This design comes from an exercise in tuning for small area on the open sky130 flow, not from production work. Function was checked by simulation only, so behaviour that the tests miss may differ from the original. Power and IR drop assume default switching activity.

// rpc_chan_pipe
module rpc_chan_pipe #(
    parameter int unsigned NumChan    = 5,
    parameter int unsigned DataWidth  = 128,
    parameter int unsigned Depth      = 2,
    parameter int unsigned WdogCycles = 1024,
    localparam int unsigned OccW      = (Depth < 1) ? 1 : $clog2(Depth + 1)
) (
    input  logic                         clk_i,
    input  logic                         rst_i,
    input  logic                         flush_i,
    input  logic [NumChan-1:0]           in_valid_i,
    output logic [NumChan-1:0]           in_ready_o,
    input  logic [NumChan*DataWidth-1:0] in_data_i,
    output logic [NumChan-1:0]           out_valid_o,
    input  logic [NumChan-1:0]           out_ready_i,
    output logic [NumChan*DataWidth-1:0] out_data_o,
    output logic [NumChan*OccW-1:0]      occ_o,
    input  logic                         wdog_clr_i,
    output logic [NumChan-1:0]           wdog_o
);
==> module rpc_chan_pipe, before the edit <==
module rpc_chan_pipe #(
    parameter int unsigned NumChan    = 5,
    parameter int unsigned DataWidth  = 128,
    parameter int unsigned Depth      = 2,
    parameter int unsigned WdogCycles = 1024,
    localparam int unsigned OccW      = (Depth < 1) ? 1 : $clog2(Depth + 1)
) (
    input  logic                         clk_i,
    input  logic                         rst_i,
    input  logic                         flush_i,
    input  logic [NumChan-1:0]           in_valid_i,
    output logic [NumChan-1:0]           in_ready_o,
    input  logic [NumChan*DataWidth-1:0] in_data_i,
    output logic [NumChan-1:0]           out_valid_o,
    input  logic [NumChan-1:0]           out_ready_i,
    output logic [NumChan*DataWidth-1:0] out_data_o,
    output logic [NumChan*OccW-1:0]      occ_o,
    input  logic                         wdog_clr_i,
    output logic [NumChan-1:0]           wdog_o
);
    logic init_q;
    always_ff @(posedge clk_i or posedge rst_i) begin
        if (rst_i) begin
            init_q <= 1'b0;
        end else begin
            init_q <= 1'b1;
        end
    end
    for (genvar c = 0; c < NumChan; c++) begin : g_chan
        logic                 one_q, full_q;    
        logic                 one_d, full_d;
        logic                 valid, push, pop;
        logic                 sel_hold;
        logic [DataWidth-1:0] head_q, tail_q, tail_d, din;
        assign din            = in_data_i[c*DataWidth +: DataWidth];
        assign valid          = one_q | full_q;
        assign in_ready_o[c]  = init_q & ~full_q & ~flush_i;
        assign out_valid_o[c] = valid;
        assign push           = in_valid_i[c] & in_ready_o[c];
        assign pop            = valid & out_ready_i[c];
        assign out_data_o[c*DataWidth +: DataWidth] = head_q;
        assign occ_o[c*OccW +: OccW]                = {full_q, one_q};
        always_comb begin
            one_d  = 1'b0;
            full_d = 1'b0;
            if (!flush_i) begin
                if (full_q) begin
                    full_d = ~pop;
                    one_d  = pop;
                end else if (one_q) begin
                    full_d = push & ~pop;
                    one_d  = push ~^ pop;
                end else begin
                    one_d  = push;
                end
            end
        end
        always_ff @(posedge clk_i or posedge rst_i) begin
            if (rst_i) begin
                one_q  <= 1'b0;
                full_q <= 1'b0;
            end else begin
                one_q  <= one_d;
                full_q <= full_d;
            end
        end
        assign sel_hold = valid & ~out_ready_i[c];
        assign tail_d   = ({DataWidth{full_q}} & tail_q) | ({DataWidth{~full_q}} & din);
        always_ff @(posedge clk_i) begin
            tail_q <= tail_d;
            if (!sel_hold) begin
                head_q <= tail_d;
            end
        end
    end
    localparam int unsigned WdSeqW = 10;
    for (genvar c = 0; c < NumChan; c++) begin : g_wdog
        logic [WdSeqW-1:0] wd_seq_q;
        logic              wd_sat_q;
        logic              wd_flag_q;
        logic              stall, low_zero, last, fb;
        assign stall    = out_valid_o[c] & ~out_ready_i[c] & ~flush_i;
        assign low_zero = ~|wd_seq_q[WdSeqW-2:0];
        assign last     = wd_seq_q[WdSeqW-1] & low_zero;
        assign fb       = wd_seq_q[9] ^ wd_seq_q[6] ^ low_zero;
        always_ff @(posedge clk_i) begin
            wd_seq_q <= stall ? {wd_seq_q[WdSeqW-2:0], fb} : '0;
            wd_sat_q <= stall & (wd_sat_q | last);
        end
        always_ff @(posedge clk_i or posedge rst_i) begin
            if (rst_i) begin
                wd_flag_q <= 1'b0;
            end else begin
                wd_flag_q <= (stall & last & ~wd_sat_q) | (wd_flag_q & ~wdog_clr_i);
            end
        end
        assign wdog_o[c] = wd_flag_q;
    end
endmodule
clock: 5.0 ns
lec_check: 0
abc_area: 1
cap_margin: 20
core_area: 5 5 445 445
die_area: 0 0 450 450
slew_margin: 20
standard.sh (not shown) runs the stock make flow with config.mk's settings and CLKGATE_MAP_FILE= SYNTH_SCRIPT=/design/flow/synth_recipe.tcl, a recipe that flattens the netlist after the stock synthesis.
==> flow/flow/run.sh <==
#!/bin/bash
# Standard layout with three changes:
#  1. after the standard synthesis, the combinational cells are re-mapped by ABC with an
#     area-oriented mapper (flow/remap.ys, flow/remap.abc); registers are left untouched;
#  2. ports are buffered with the smallest plain buffer (sky130_fd_sc_hd__buf_1);
#  3. clock tree synthesis uses larger sink clusters and inserts no dummy loads.
# Each tool's full output goes to a log file of its own in the work folder.
set -euo pipefail
W=$PWD
R=$W/orfs/results/$FLOW_PLATFORM/rpc_chan_pipe/base
YOSYS=$(command -v yosys || echo "$FLOW_HOME/../tools/install/yosys/bin/yosys")
LIB=$FLOW_HOME/platforms/$FLOW_PLATFORM/lib/sky130_fd_sc_hd__tt_025C_1v80.lib

bash standard.sh synth > flow_synth.log 2>&1

cp "$R/1_2_yosys.v" "$W/flow_std_1_2_yosys.v"
sed -e "s#@LIB@#$LIB#g" -e "s#@IN@#$W/flow_std_1_2_yosys.v#" -e "s#@TOP@#$FLOW_TOP#" \
    -e "s#@ABC@#$W/flow/remap.abc#" -e "s#@OUT@#$W/flow_remap.v#" flow/remap.ys > flow_remap.ys
"$YOSYS" -l flow_remap.log -q -s flow_remap.ys > /dev/null
cp "$W/flow_remap.v" "$R/1_2_yosys.v"
touch "$R/1_2_yosys.v"

bash standard.sh \
  "BUFFER_PORTS_ARGS=-buffer_cell sky130_fd_sc_hd__buf_1" \
  "CTS_ARGS=-sink_clustering_enable -repair_clock_nets -dont_use_dummy_load -sink_clustering_size 24 -sink_clustering_max_diameter 100 -buf_list {sky130_fd_sc_hd__clkbuf_8 sky130_fd_sc_hd__clkbuf_16}" \
  finish > flow_make.log 2>&1
==> flow/flow/remap.abc <==
strash
&get -n
&nf -p -a
&put
==> flow/flow/remap.ys <==
# Re-map the combinational cells of the standard synthesis netlist with an area-oriented ABC
# mapper. Flip-flops (and the tie cell) are kept as black boxes, so every register keeps its
# instance name and cell type.
read_liberty -ignore_miss_func @LIB@
blackbox sky130_fd_sc_hd__df* sky130_fd_sc_hd__edf* sky130_fd_sc_hd__sdf* sky130_fd_sc_hd__dl* sky130_fd_sc_hd__conb_1
read_verilog -noautowire @IN@
hierarchy -top @TOP@
flatten
opt_clean -purge
abc -script @ABC@ -liberty @LIB@ -dont_use sky130_fd_sc_hd__probe* -dont_use sky130_fd_sc_hd__lpflow*
opt_clean -purge
stat -liberty @LIB@
write_verilog -noattr -nohex -nodec @OUT@
The starting point ran to the end with no violations.
Edit:
--- a/flow/design.v
+++ b/flow/design.v
@@ -29,10 +29,10 @@
     for (genvar c = 0; c < NumChan; c++) begin : g_chan
         logic                 one_q, full_q;    
         logic                 one_d, full_d;
         logic                 valid, push, pop;
-        logic                 sel_hold;
-        logic [DataWidth-1:0] head_q, tail_q, tail_d, din;
+        logic                 sel_hold, sel_in, sel_tail;
+        logic [DataWidth-1:0] head_q, tail_q, din;
         assign din            = in_data_i[c*DataWidth +: DataWidth];
         assign valid          = one_q | full_q;
         assign in_ready_o[c]  = init_q & ~full_q & ~flush_i;
         assign out_valid_o[c] = valid;
@@ -64,35 +64,45 @@
                 full_q <= full_d;
             end
         end
         assign sel_hold = valid & ~out_ready_i[c];
-        assign tail_d   = ({DataWidth{full_q}} & tail_q) | ({DataWidth{~full_q}} & din);
+        assign sel_tail = full_q & out_ready_i[c];
+        assign sel_in   = ~full_q & ~sel_hold;
         always_ff @(posedge clk_i) begin
-            tail_q <= tail_d;
-            if (!sel_hold) begin
-                head_q <= tail_d;
+            head_q <= ({DataWidth{sel_hold}} & head_q)
+                    | ({DataWidth{sel_tail}} & tail_q)
+                    | ({DataWidth{sel_in}}   & din);
+            if (!full_q) begin
+                tail_q <= din;
             end
         end
     end
-    localparam int unsigned WdSeqW = 10;
+    localparam int unsigned    WdW     = $clog2(WdogCycles + 1);
+    localparam logic [WdW-1:0] WdMax   = WdW'(WdogCycles);
     for (genvar c = 0; c < NumChan; c++) begin : g_wdog
-        logic [WdSeqW-1:0] wd_seq_q;
-        logic              wd_sat_q;
-        logic              wd_flag_q;
-        logic              stall, low_zero, last, fb;
-        assign stall    = out_valid_o[c] & ~out_ready_i[c] & ~flush_i;
-        assign low_zero = ~|wd_seq_q[WdSeqW-2:0];
-        assign last     = wd_seq_q[WdSeqW-1] & low_zero;
-        assign fb       = wd_seq_q[9] ^ wd_seq_q[6] ^ low_zero;
+        logic [WdW-1:0] wd_cnt_q, wd_cnt_d;
+        logic           wd_flag_q, wd_flag_d;
+        logic           stall;
+        assign stall = out_valid_o[c] & ~out_ready_i[c] & ~flush_i;
+        always_comb begin
+            if (!stall) begin
+                wd_cnt_d = '0;
+            end else if (wd_cnt_q != WdMax) begin
+                wd_cnt_d = wd_cnt_q + WdW'(1);
+            end else begin
+                wd_cnt_d = wd_cnt_q;
+            end
+            wd_flag_d = ((wd_cnt_d == WdMax) && (wd_cnt_q != WdMax))
+                      || (wd_flag_q && !wdog_clr_i);
+        end
         always_ff @(posedge clk_i) begin
-            wd_seq_q <= stall ? {wd_seq_q[WdSeqW-2:0], fb} : '0;
-            wd_sat_q <= stall & (wd_sat_q | last);
+            wd_cnt_q <= wd_cnt_d;
         end
         always_ff @(posedge clk_i or posedge rst_i) begin
             if (rst_i) begin
                 wd_flag_q <= 1'b0;
             end else begin
-                wd_flag_q <= (stall & last & ~wd_sat_q) | (wd_flag_q & ~wdog_clr_i);
+                wd_flag_q <= wd_flag_d;
             end
         end
         assign wdog_o[c] = wd_flag_q;
     end
Result: Maximum frequency barely changes. Final area came out higher by 5.4%. Power came out higher by 2.0%. Routed wire length came out higher by 30%. Global-route usage came out higher by 4.0 points. Clock-buffer cell count came out lower by 2.

==> port drivers added, routing unchanged <==
The flow's constraints put no driver on any port. The routed layouts listed below were extracted and timed again, unchanged, in two steps. Step 1 sets driving cells, clkbuf_16 on the clock port and buf_2 on the other inputs (assumed; they add their load-dependent delay and slew). Step 2 moves the port delays by t, midway between the first and last clock arrival at a register: inputs arrive t later, outputs are due t later. That takes back most of the time a late clock gives input paths. Three values: no drivers, after step 1, after step 2; two values: the first two.
run | t, ns | slack for setup (ns) | hold slack, ns
the first run | 0.752 | 1.643 / 1.553 / 1.941 | 0.428 / 0.398 / 0.428
the second run | 0.746 | 1.638 / 1.615 / 1.427 | 0.372 / 0.372 / 0.372
After both steps setup and hold are still met in every run listed. The setup slack of the second run, which loses most, moves by -0.023 ns with the drivers and by -0.211 ns with both steps.
